This is an optimization exercise on Yosys and OpenROAD, whose aim is a short achievable clock period and few clock cycles per item, not a production implementation. The RTL was checked by simulation tests, not by an equivalence proof against the original design. No driver is modelled on the clock port, so clock power and skew are understated where the tree is cut down; a real chip needs a root buffer or a tree. No activity file was given, so power comes from the tool's default toggle rates.

v58:
==> flow/design.v (excerpt) <==
module exe_top (
        input  logic                                clk,
        input  logic                                reset_n,
        input  logic                                in_req_i,
        output logic                                in_ack_o,
        input  logic [31:0]                         instr_i,
        input  logic [exe_pkg::XLEN-1:0]            pc_i,
        input  logic [exe_pkg::XLEN-1:0]            rs1_i,
        input  logic [exe_pkg::XLEN-1:0]            rs2_i,
        output logic                                res_req_o,
        input  logic                                res_ack_i,
        output logic [exe_pkg::REG_ADDR_W-1:0]      rd_addr_o,
        output logic                                write_rd_o,
        output logic [exe_pkg::XLEN-1:0]            result_o,
        output logic                                branch_taken_o,
        output logic [exe_pkg::XLEN-1:0]            branch_target_o
);
export LEC_CHECK = 0
export ABC_CLOCK_PERIOD_IN_PS = 1500
export CAP_MARGIN = 20
export CORE_MARGIN = 2
export CORE_UTILIZATION = 40
export SETUP_SLACK_MARGIN = 5.0
export SLEW_MARGIN = 20
export TNS_END_PERCENT = 100
create_clock -name core_clock -period 7.0 [get_ports {clk}]
standard.sh (not shown) runs the stock make flow with config.mk's settings and CLKGATE_MAP_FILE= SYNTH_SCRIPT=/design/flow/synth_recipe.tcl, a recipe that flattens the netlist after the stock synthesis.
==> flow/flow/run.sh <==
#!/bin/bash
# The standard layout (standard.sh: ORFS synthesis to final), except
# that the clock tree comes from flow/ctree.tcl, hooked into ORFS's CTS
# step through PRE_CTS_TCL: the clock port feeds four root inverters (inv_16), each
# root feeds a group of leaf inverters (clkinv_16), each leaf about 44
# flip-flops.
# Before that, flow/pull.tcl moves each register that drives an output
# port next to the port's buffer.
# standard.sh's own output goes to standard.log in this folder.
set -euo pipefail
here=$(pwd)
export PRE_CTS_TCL="$here/flow/pre_cts.tcl"
bash standard.sh > "$here/standard.log" 2>&1
==> flow/flow/pre_cts.tcl <==
# Sourced by ORFS's cts.tcl (PRE_CTS_TCL) right after it loads the placed
# design. It replaces the clock_tree_synthesis call that cts.tcl makes
# later (after repair_clock_inverters) with: move the registers that drive
# output ports next to their port buffers (flow/pull.tcl), build a
# two-level balanced clock tree of inverters (flow/ctree.tcl) and set the
# clock as propagated. The rest of cts.tcl (legalisation, timing repair)
# runs as usual on this tree.

source [file join [file dirname [info script]] ctree.tcl]
source [file join [file dirname [info script]] pull.tcl]

proc clock_tree_synthesis { args } {
  puts "clock tree built by flow/ctree.tcl in place of clock_tree_synthesis $args"
  pull_output_flops
  ctree_build clk sky130_fd_sc_hd__inv_16 4 44 sky130_fd_sc_hd__clkinv_16
  set_propagated_clock [all_clocks]
}
Other scripts of this flow, unchanged in this note and not shown: flow/flow/ctree.tcl, flow/flow/pull.tcl
v58 reached the end of the flow, and the finished layout is clean on the timing, DRC and antenna checks.
Testbench counts of v58, summed over its fixed seeds: cycles 36,072, items 18,000.
### v58 -> v16
--- a/flow/flow/run.sh
+++ b/flow/flow/run.sh
@@ -3,5 +3,4 @@
 # that the clock tree comes from flow/ctree.tcl, hooked into ORFS's CTS
-# step through PRE_CTS_TCL: the clock port feeds four root inverters (inv_16), each
-# root feeds a group of leaf inverters (clkinv_16), each leaf about 44
-# flip-flops.
+# step through PRE_CTS_TCL: the clock port feeds four root inverters, each
+# root feeds a group of leaf inverters, each leaf about 44 flip-flops.
 # Before that, flow/pull.tcl moves each register that drives an output
--- a/flow/flow/pre_cts.tcl
+++ b/flow/flow/pre_cts.tcl
@@ -14,3 +14,3 @@
   pull_output_flops
-  ctree_build clk sky130_fd_sc_hd__inv_16 4 44 sky130_fd_sc_hd__clkinv_16
+  ctree_build clk sky130_fd_sc_hd__clkinv_16 4 44 sky130_fd_sc_hd__clkinv_16
   set_propagated_clock [all_clocks]
--- a/flow/config.mk
+++ b/flow/config.mk
@@ -11,3 +11,3 @@
 export CORE_UTILIZATION = 40
-export SETUP_SLACK_MARGIN = 5.0
+export SETUP_SLACK_MARGIN = 4.9
 export SLEW_MARGIN = 20
## What came out
v16: done, clean on timing, DRC and antenna. v16 gives less combinational power share than v58 did. Sort v16 and v58 by count of fill cells added during filler insertion desc -> top: v16. Per the comparison of v16 with v58, global-route wire length before repair saw an increase, relative max-transition margin saw a decrease, combinational power saw a decrease, summed area of non-filler cells in the final layout saw a decrease, final critical-path setup slack saw a decrease. Looking at worst hold slack after final layout, v16 sits 0.0067 ns above v58. Detailed route wirelength on metal3 (v16 / v58): 1.08. Placement-stage cell area: v58 vs v16, no meaningful difference. Compared v16 vs v58, and final cycle utilization of the critical path is up in v16.
[inputs] v3 vs v16
--- a/flow/flow/run.sh
+++ b/flow/flow/run.sh
@@ -3,4 +3,5 @@
 # that the clock tree comes from flow/ctree.tcl, hooked into ORFS's CTS
-# step through PRE_CTS_TCL: the clock port feeds four root inverters, each
-# root feeds a group of leaf inverters, each leaf about 44 flip-flops.
+# step through PRE_CTS_TCL: the clock port feeds four root inverters (inv_16), each
+# root feeds a group of leaf inverters (clkinv_16), each leaf about 44
+# flip-flops.
 # Before that, flow/pull.tcl moves each register that drives an output
--- a/flow/flow/pre_cts.tcl
+++ b/flow/flow/pre_cts.tcl
@@ -14,3 +14,3 @@
   pull_output_flops
-  ctree_build clk sky130_fd_sc_hd__clkinv_16 4 44 sky130_fd_sc_hd__clkinv_16
+  ctree_build clk sky130_fd_sc_hd__inv_16 4 44 sky130_fd_sc_hd__clkinv_16
   set_propagated_clock [all_clocks]
### Flow results
On global-route wire length before repair, v3 and v16 are neck and neck.
Diff v16 -> v3: multi-input gate share of the layout cell area rose 0.32 points, worst supply voltage drop on vdd fell 1.7%.
In v3 the cell area turned out 1.2% lower than in v16.
Any difference in cell count between v3 and v16 is small enough to ignore.
In the reports for v3 and v16, the larger number of inserted diodes belongs to v3.
Higher synthesis-to-layout area growth among v3 and v16: v16
v3: no failed stages, no open violations at the end
In every run of this note, the design's own scripts or RTL, not TritonCTS, make the clock network.

== main ==
exe_top, a different RTL version from the one above (not shown whole).
For scale: ~890 flip-flops, about 210 I/O pins.
clock: 7.0 ns
lec_check: 0
abc_clock_period_in_ps: 1500
cap_margin: 20
core_margin: 2
core_utilization: 55
setup_slack_margin: 4.7
slew_margin: 20
tns_end_percent: 100
==> flow/flow/run.sh <==
#!/bin/bash
# The standard layout (standard.sh: ORFS synthesis to final), except
# that the clock tree comes from flow/ctree.tcl, hooked into ORFS's CTS
# step through PRE_CTS_TCL: the clock port feeds four root buffers, each
# root feeds a group of leaf buffers, each leaf about 22 flip-flops.
# standard.sh's own output goes to standard.log in this folder.
set -euo pipefail
here=$(pwd)
export PRE_CTS_TCL="$here/flow/pre_cts.tcl"
bash standard.sh > "$here/standard.log" 2>&1
==> flow/flow/pre_cts.tcl <==
# Sourced by ORFS's cts.tcl (PRE_CTS_TCL) right after it loads the placed
# design. Builds a two-level balanced clock tree (flow/ctree.tcl) and
# turns the clock_tree_synthesis call that follows into setting the
# clock as propagated, so the rest of cts.tcl (legalisation, timing
# repair) runs as usual on this tree.

source [file join [file dirname [info script]] ctree.tcl]

set_dont_use $::env(DONT_USE_CELLS)
ctree_build clk sky130_fd_sc_hd__clkbuf_16 4 22

proc clock_tree_synthesis { args } {
  puts "clock tree built by flow/ctree.tcl; clock_tree_synthesis $args not run"
  set_propagated_clock [all_clocks]
}
Other scripts of this flow, unchanged in this note and not shown: flow/flow/ctree.tcl
Testbench counts of main, summed over its fixed seeds: cycles 36,072, items 18,000.
Modified inputs, the feature branch compared to main
Settings: CORE_UTILIZATION changed from 55 to 40.
diff --git a/flow/flow/run.sh b/flow/flow/run.sh
--- a/flow/flow/run.sh
+++ b/flow/flow/run.sh
@@ -5,0 +6,2 @@
+# Before that, flow/pull.tcl moves each register that drives an output
+# port next to the port's buffer.
diff --git a/flow/flow/pre_cts.tcl b/flow/flow/pre_cts.tcl
--- a/flow/flow/pre_cts.tcl
+++ b/flow/flow/pre_cts.tcl
@@ -2 +2,3 @@
-# design. Builds a two-level balanced clock tree (flow/ctree.tcl) and
+# design. Moves the registers that drive output ports next to their port
+# buffers (flow/pull.tcl), builds a two-level balanced clock tree
+# (flow/ctree.tcl) and
@@ -7,0 +10 @@
+source [file join [file dirname [info script]] pull.tcl]
@@ -9,0 +13 @@
+pull_output_flops
==> flow/flow/pull.tcl (new file) <==
# Moves each flip-flop that drives an output port's buffer onto that
# buffer, so the register-to-port wire is short; the detailed placement
# that follows in cts.tcl makes the placement legal again.

proc pull_output_flops {} {
  set block [ord::get_db_block]
  set moved 0
  foreach bt [$block getBTerms] {
    if {[$bt getIoType] ne "OUTPUT"} continue
    set net [$bt getNet]
    if {$net eq "NULL"} continue
    set buf ""
    foreach it [$net getITerms] { if {[$it isOutputSignal]} { set buf [$it getInst] } }
    if {$buf eq ""} continue
    set drv ""
    foreach it [$buf getITerms] {
      if {[$it isInputSignal] && [$it getNet] ne "NULL"} {
        foreach jt [[$it getNet] getITerms] { if {[$jt isOutputSignal]} { set drv [$jt getInst] } }
      }
    }
    if {$drv eq "" || ![string match "sky130_fd_sc_hd__df*" [[$drv getMaster] getName]]} continue
    set loc [$buf getLocation]
    $drv setLocation [lindex $loc 0] [lindex $loc 1]
    incr moved
  }
  puts "pull_output_flops: moved $moved flip-flops to their output buffers"
}
[summary]
Vias: the feature branch fewer than main. [compare] base=main new=the feature branch: utilization decreased 16 points, relative contribution of combinational cells to total power increased 0.2 points, hold slack essentially unchanged. Between the feature branch and main, the adder-cell area share of the yosys netlist figures differ only marginally. The feature branch vs. main: placer congestion estimate went up by about 1.5%.
No run of this note takes its clock network from TritonCTS; it comes from the design's own scripts or RTL.

-- port drivers added, routing unchanged --
The flow's constraints put no driver on any port. The routed layouts listed below were extracted and timed again, unchanged, in two steps. Step 1 assumes that a clkbuf_16 drives the clock port and a buf_2 every other input. Step 2 also shifts input and output timing later by t, the mid clock arrival at the registers, as if the neighbouring blocks saw the same clock. Slacks: no drivers / after step 1 / after step 2; pairs: no drivers / after step 1.
run | t (ns) | slack for setup (ns) | worst setup path at the end | worst slew at a driven data input, ns
v58 | 0.428 | 4.893 / 4.665 / 4.804 | input to register | 0.05
v16 | 0.532 | 4.818 / 4.558 / 4.661 | input to register | 0.05
v3 | 0.428 | 4.894 / 4.663 / 4.691 | input to register | 0.05
main | 0.550 | 4.682 / 4.548 / 4.629 | input to register | 0.07
the feature branch | 0.562 | 4.671 / 4.529 / 4.622 | input to register | 0.07
After both steps every run listed still meets setup and hold. The setup slack of v3, which loses most, moves by -0.231 ns with the drivers and by -0.203 ns with both steps.
